Source: an optimization exercise on an open RTL-to-GDS flow (aim: small area and a short achievable clock period). Production flows keep margins and buffers that such runs may drop.
No activity file was given, so power comes from the tool's default toggle rates.

// tag_wb_buffer
module tag_wb_buffer #(
    parameter int AW    = 32,
    parameter int DW    = 128,
    parameter int DEPTH = 4
) (
    input  logic                     clk,
    input  logic                     rst,
    input  logic                     wb_valid,
    output logic                     wb_ready,
    input  logic [AW-1:0]            wb_addr,
    input  logic [DW-1:0]            wb_data,
    output logic                     mem_valid,
    input  logic                     mem_ready,
    output logic [AW-1:0]            mem_addr,
    output logic [DW-1:0]            mem_data,
    input  logic                     lk_valid,
    input  logic [AW-1:0]            lk_addr,
    output logic                     lk_rsp,
    output logic                     lk_hit,
    output logic [DW-1:0]            lk_data,
    output logic [$clog2(DEPTH):0]   count
);
For scale: ~2400 cells after synthesis, ~740 flip-flops, roughly 490 I/O pins, ~32000 um^2 of cells after synthesis.
==> module tag_wb_buffer, before the edit <==
module tag_wb_buffer #(
    parameter int AW    = 32,
    parameter int DW    = 128,
    parameter int DEPTH = 4
) (
    input  logic                     clk,
    input  logic                     rst,
    input  logic                     wb_valid,
    output logic                     wb_ready,
    input  logic [AW-1:0]            wb_addr,
    input  logic [DW-1:0]            wb_data,
    output logic                     mem_valid,
    input  logic                     mem_ready,
    output logic [AW-1:0]            mem_addr,
    output logic [DW-1:0]            mem_data,
    input  logic                     lk_valid,
    input  logic [AW-1:0]            lk_addr,
    output logic                     lk_rsp,
    output logic                     lk_hit,
    output logic [DW-1:0]            lk_data,
    output logic [$clog2(DEPTH):0]   count
);
    localparam int CW = $clog2(DEPTH) + 1;
    localparam logic [CW-1:0] FULL = CW'(DEPTH);
    logic [AW-1:0]    addr_q [DEPTH];
    logic [DW-1:0]    data_q [DEPTH];
    logic [DEPTH-1:0] v;                
    logic [DEPTH-1:0] q [DEPTH];        
    localparam int GB  = 16;            
    localparam int NMA = AW / GB;
    localparam int NMD = DW / GB;
    localparam int NLD = DW / GB;
    logic [DEPTH-1:0] ma_sel [NMA];     
    logic [DEPTH-1:0] md_sel [NMD];     
    logic [DEPTH-1:0] lk_sel [NLD];     
    logic [DEPTH-1:0] sel_d;
    logic [DEPTH-1:0] ws;               
    logic [DEPTH-1:0] co_m, lk_m;
    logic             wb_acc, retire, co_hit, alloc, wb_lk;
    logic             hdup;             
    logic             hdup_n;
    logic [DEPTH-1:0] wb_eq;
    logic [DEPTH-1:0] q1 [DEPTH+1];
    logic [DEPTH-1:0] q2 [DEPTH];
    logic [DEPTH-1:0] v_n, sel_n;
    logic [CW-1:0]    cnt_ap, cnt_co;
    logic [AW-1:0]    ma;
    logic [DW-1:0]    md, ld;
    always_comb begin
        wb_ready  = (count != FULL);
        mem_valid = (count != '0);
        wb_acc    = wb_valid && wb_ready;
        retire    = mem_valid && mem_ready;
        ws = '0;
        for (int j = DEPTH - 1; j >= 0; j--) begin
            if (!v[j]) begin
                ws    = '0;
                ws[j] = 1'b1;
            end
        end
        for (int j = 0; j < DEPTH; j++) begin
            wb_eq[j] = (addr_q[j] == wb_addr);
            co_m[j] = v[j] && !q[0][j] && wb_eq[j];
            lk_m[j] = v[j] && (addr_q[j] == lk_addr);
        end
        co_hit = wb_acc && (co_m != '0);
        alloc  = wb_acc && !co_hit;
        cnt_co = retire ? count - 1'b1 : count;
        cnt_ap = (wb_acc && !retire) ? count + 1'b1 : (!wb_acc && retire) ? count - 1'b1 : count;
        wb_lk  = wb_acc && (wb_addr == lk_addr);
        hdup_n = !retire && (hdup || (alloc && (wb_eq & v & q[0]) != '0));
        for (int k = 0; k < DEPTH; k++) begin
            q1[k] = (wb_acc && (q[k] & co_m) != '0) ? ws : q[k];
            if (count == CW'(k)) q1[k] = ws;
        end
        q1[DEPTH] = ws;
        for (int k = 0; k < DEPTH; k++) q2[k] = retire ? q1[k+1] : q1[k];
        v_n = v;
        if (co_hit) v_n = v_n & ~co_m;
        if (retire) v_n = v_n & ~q[0];
        if (wb_acc) v_n = v_n | ws;
        if (wb_lk) sel_n = ws;
        else       sel_n = lk_m & (hdup ? ~q[0] : {DEPTH{1'b1}});
        if (!lk_valid) sel_n = '0;
        sel_d = rst ? '0 : sel_n;
        ma = '0;
        md = '0;
        ld = '0;
        for (int j = 0; j < DEPTH; j++) begin
            for (int b = 0; b < AW; b++) ma[b] = ma[b] | (addr_q[j][b] & ma_sel[b / GB][j]);
            for (int b = 0; b < DW; b++) begin
                md[b] = md[b] | (data_q[j][b] & md_sel[b / GB][j]);
                ld[b] = ld[b] | (data_q[j][b] & lk_sel[b / GB][j]);
            end
        end
        mem_addr = ma;
        mem_data = md;
        lk_data  = ld;
    end
    always_ff @(posedge clk) begin
        if (rst) begin
            v      <= '0;
            hdup   <= 1'b0;
            count  <= '0;
            lk_rsp <= 1'b0;
            lk_hit <= 1'b0;
        end else begin
            v <= v_n;
            hdup <= hdup_n;
            count <= co_hit ? cnt_co : cnt_ap;
            lk_rsp <= lk_valid;
            lk_hit <= lk_valid && (wb_lk || lk_m != '0);
        end
    end
    always_ff @(posedge clk) begin
        for (int k = 0; k < DEPTH; k++) q[k] <= q2[k];
    end
    for (genvar g = 0; g < NMA; g++) begin : g_ma
        tag_wb_buffer_sel #(.W(DEPTH)) u_sel (.clk(clk), .d(q2[0]), .q(ma_sel[g]));
    end
    for (genvar g = 0; g < NMD; g++) begin : g_md
        tag_wb_buffer_sel #(.W(DEPTH)) u_sel (.clk(clk), .d(q2[0]), .q(md_sel[g]));
    end
    for (genvar g = 0; g < NLD; g++) begin : g_lk
        tag_wb_buffer_sel #(.W(DEPTH)) u_sel (.clk(clk), .d(sel_d), .q(lk_sel[g]));
    end
    always_ff @(posedge clk) begin
        for (int j = 0; j < DEPTH; j++) begin
            if (ws[j]) begin
                addr_q[j] <= wb_addr;
                data_q[j] <= wb_data;
            end
        end
    end
endmodule
export LEC_CHECK = 0
export CAP_MARGIN = 20
export CORE_MARGIN = 2
export CORE_UTILIZATION = 60
export CTS_CLUSTER_DIAMETER = 60
export CTS_CLUSTER_SIZE = 20
export SETUP_SLACK_MARGIN = 2.7
export SLEW_MARGIN = 20
export SYNTH_HIERARCHICAL = 1
export SYNTH_MINIMUM_KEEP_SIZE = 0
create_clock -name core_clock -period 5.5 [get_ports {clk}]
standard.sh (not shown) runs the stock make flow with config.mk's settings and CLKGATE_MAP_FILE= SYNTH_SCRIPT=/design/flow/synth_recipe.tcl, a recipe that flattens the netlist after the stock synthesis.
==> flow/flow/run.sh <==
#!/bin/bash
# Standard ORFS layout, except that the port buffers are buf_1 cells rather than the
# resizer's default pick (clkdlybuf4s50_1), which is larger and slower.
set -euo pipefail
bash standard.sh "BUFFER_PORTS_ARGS=-buffer_cell sky130_fd_sc_hd__buf_1" finish > make.log 2>&1
Rerun with:
--- a/flow/design.v
+++ b/flow/design.v
@@ -25,9 +25,9 @@
     logic [AW-1:0]    addr_q [DEPTH];
     logic [DW-1:0]    data_q [DEPTH];
     logic [DEPTH-1:0] v;                
     logic [DEPTH-1:0] q [DEPTH];        
-    localparam int GB  = 16;            
+    localparam int GB  = 32;            
     localparam int NMA = AW / GB;
     localparam int NMD = DW / GB;
     localparam int NLD = DW / GB;
     logic [DEPTH-1:0] ma_sel [NMA];     
@@ -38,9 +38,10 @@
     logic [DEPTH-1:0] co_m, lk_m;
     logic             wb_acc, retire, co_hit, alloc, wb_lk;
     logic             hdup;             
     logic             hdup_n;
-    logic [DEPTH-1:0] wb_eq;
+    logic [DEPTH-1:0] wb_eq, lk_eq;     
+    logic             wl_eq;            
     logic [DEPTH-1:0] q1 [DEPTH+1];
     logic [DEPTH-1:0] q2 [DEPTH];
     logic [DEPTH-1:0] v_n, sel_n;
     logic [CW-1:0]    cnt_ap, cnt_co;
@@ -58,22 +59,20 @@
                 ws[j] = 1'b1;
             end
         end
         for (int j = 0; j < DEPTH; j++) begin
-            wb_eq[j] = (addr_q[j] == wb_addr);
             co_m[j] = v[j] && !q[0][j] && wb_eq[j];
-            lk_m[j] = v[j] && (addr_q[j] == lk_addr);
+            lk_m[j] = v[j] && lk_eq[j];
         end
         co_hit = wb_acc && (co_m != '0);
         alloc  = wb_acc && !co_hit;
         cnt_co = retire ? count - 1'b1 : count;
         cnt_ap = (wb_acc && !retire) ? count + 1'b1 : (!wb_acc && retire) ? count - 1'b1 : count;
-        wb_lk  = wb_acc && (wb_addr == lk_addr);
+        wb_lk  = wb_acc && wl_eq;
         hdup_n = !retire && (hdup || (alloc && (wb_eq & v & q[0]) != '0));
-        for (int k = 0; k < DEPTH; k++) begin
-            q1[k] = (wb_acc && (q[k] & co_m) != '0) ? ws : q[k];
-            if (count == CW'(k)) q1[k] = ws;
-        end
+        q1[0] = (count == '0) ? ws : q[0];
+        for (int k = 1; k < DEPTH; k++)
+            q1[k] = (count == CW'(k) || (wb_acc && (q[k] & wb_eq) != '0)) ? ws : q[k];
         q1[DEPTH] = ws;
         for (int k = 0; k < DEPTH; k++) q2[k] = retire ? q1[k+1] : q1[k];
         v_n = v;
         if (co_hit) v_n = v_n & ~co_m;
@@ -82,17 +81,20 @@
         if (wb_lk) sel_n = ws;
         else       sel_n = lk_m & (hdup ? ~q[0] : {DEPTH{1'b1}});
         if (!lk_valid) sel_n = '0;
         sel_d = rst ? '0 : sel_n;
+    end
+    always_comb begin
         ma = '0;
         md = '0;
         ld = '0;
         for (int j = 0; j < DEPTH; j++) begin
-            for (int b = 0; b < AW; b++) ma[b] = ma[b] | (addr_q[j][b] & ma_sel[b / GB][j]);
-            for (int b = 0; b < DW; b++) begin
-                md[b] = md[b] | (data_q[j][b] & md_sel[b / GB][j]);
-                ld[b] = ld[b] | (data_q[j][b] & lk_sel[b / GB][j]);
-            end
+            for (int g = 0; g < NMA; g++)
+                ma[g*GB +: GB] = ma[g*GB +: GB] | (addr_q[j][g*GB +: GB] & {GB{ma_sel[g][j]}});
+            for (int g = 0; g < NMD; g++)
+                md[g*GB +: GB] = md[g*GB +: GB] | (data_q[j][g*GB +: GB] & {GB{md_sel[g][j]}});
+            for (int g = 0; g < NLD; g++)
+                ld[g*GB +: GB] = ld[g*GB +: GB] | (data_q[j][g*GB +: GB] & {GB{lk_sel[g][j]}});
         end
         mem_addr = ma;
         mem_data = md;
         lk_data  = ld;
@@ -114,8 +116,13 @@
     end
     always_ff @(posedge clk) begin
         for (int k = 0; k < DEPTH; k++) q[k] <= q2[k];
     end
+    for (genvar j = 0; j < DEPTH; j++) begin : g_cmp
+        tag_wb_buffer_eq #(.W(AW)) u_wb (.a(addr_q[j]), .b(wb_addr), .eq(wb_eq[j]));
+        tag_wb_buffer_eq #(.W(AW)) u_lk (.a(addr_q[j]), .b(lk_addr), .eq(lk_eq[j]));
+    end
+    tag_wb_buffer_eq #(.W(AW)) u_wl (.a(wb_addr), .b(lk_addr), .eq(wl_eq));
     for (genvar g = 0; g < NMA; g++) begin : g_ma
         tag_wb_buffer_sel #(.W(DEPTH)) u_sel (.clk(clk), .d(q2[0]), .q(ma_sel[g]));
     end
     for (genvar g = 0; g < NMD; g++) begin : g_md
@@ -141,4 +148,13 @@
     output logic [W-1:0] q
 );
     always_ff @(posedge clk) q <= d;
 endmodule
+module tag_wb_buffer_eq #(
+    parameter int W = 32
+) (
+    input  logic [W-1:0] a,
+    input  logic [W-1:0] b,
+    output logic         eq
+);
+    assign eq = (a == b);
+endmodule
After rerunning: Clock skew rose by 0.0049 ns; combinational power increases by 40%; cell area falls by 0.52%; via count fell by 1.3%; setup slack improves by 0.35 ns; clock-buffer cell count falls by 7; non-clock buffer count climbs by 67.
Function was not checked in any run of this note: the RTL went through the layout flow alone.

## separate check: timing with driven ports
No port has a modelled driver above. Below, the same layouts with a new extraction and two added sets of constraints.
Step 1 sets driving cells, clkbuf_16 on the clock port and buf_2 on the other inputs (assumed; they add their load-dependent delay and slew).
Step 2, shift: input delay + t, output delay - t, t = (earliest + latest rising clock arrival at the registers) / 2. This alone moves slack from input paths to output paths.
a / b / c = no drivers / after step 1 / after step 2; a / b = the first two.
run	t (ns)	slack for setup (ns)	pins driven straight from the clock port
the first run	0.677	2.361 / 2.375 / 1.697	1
the second run	0.663	2.709 / 2.655 / 2.068	1
After both steps setup and hold are still met in every run listed. The setup slack of the first run, which loses most, moves by +0.014 ns with the drivers and by -0.664 ns with both steps.
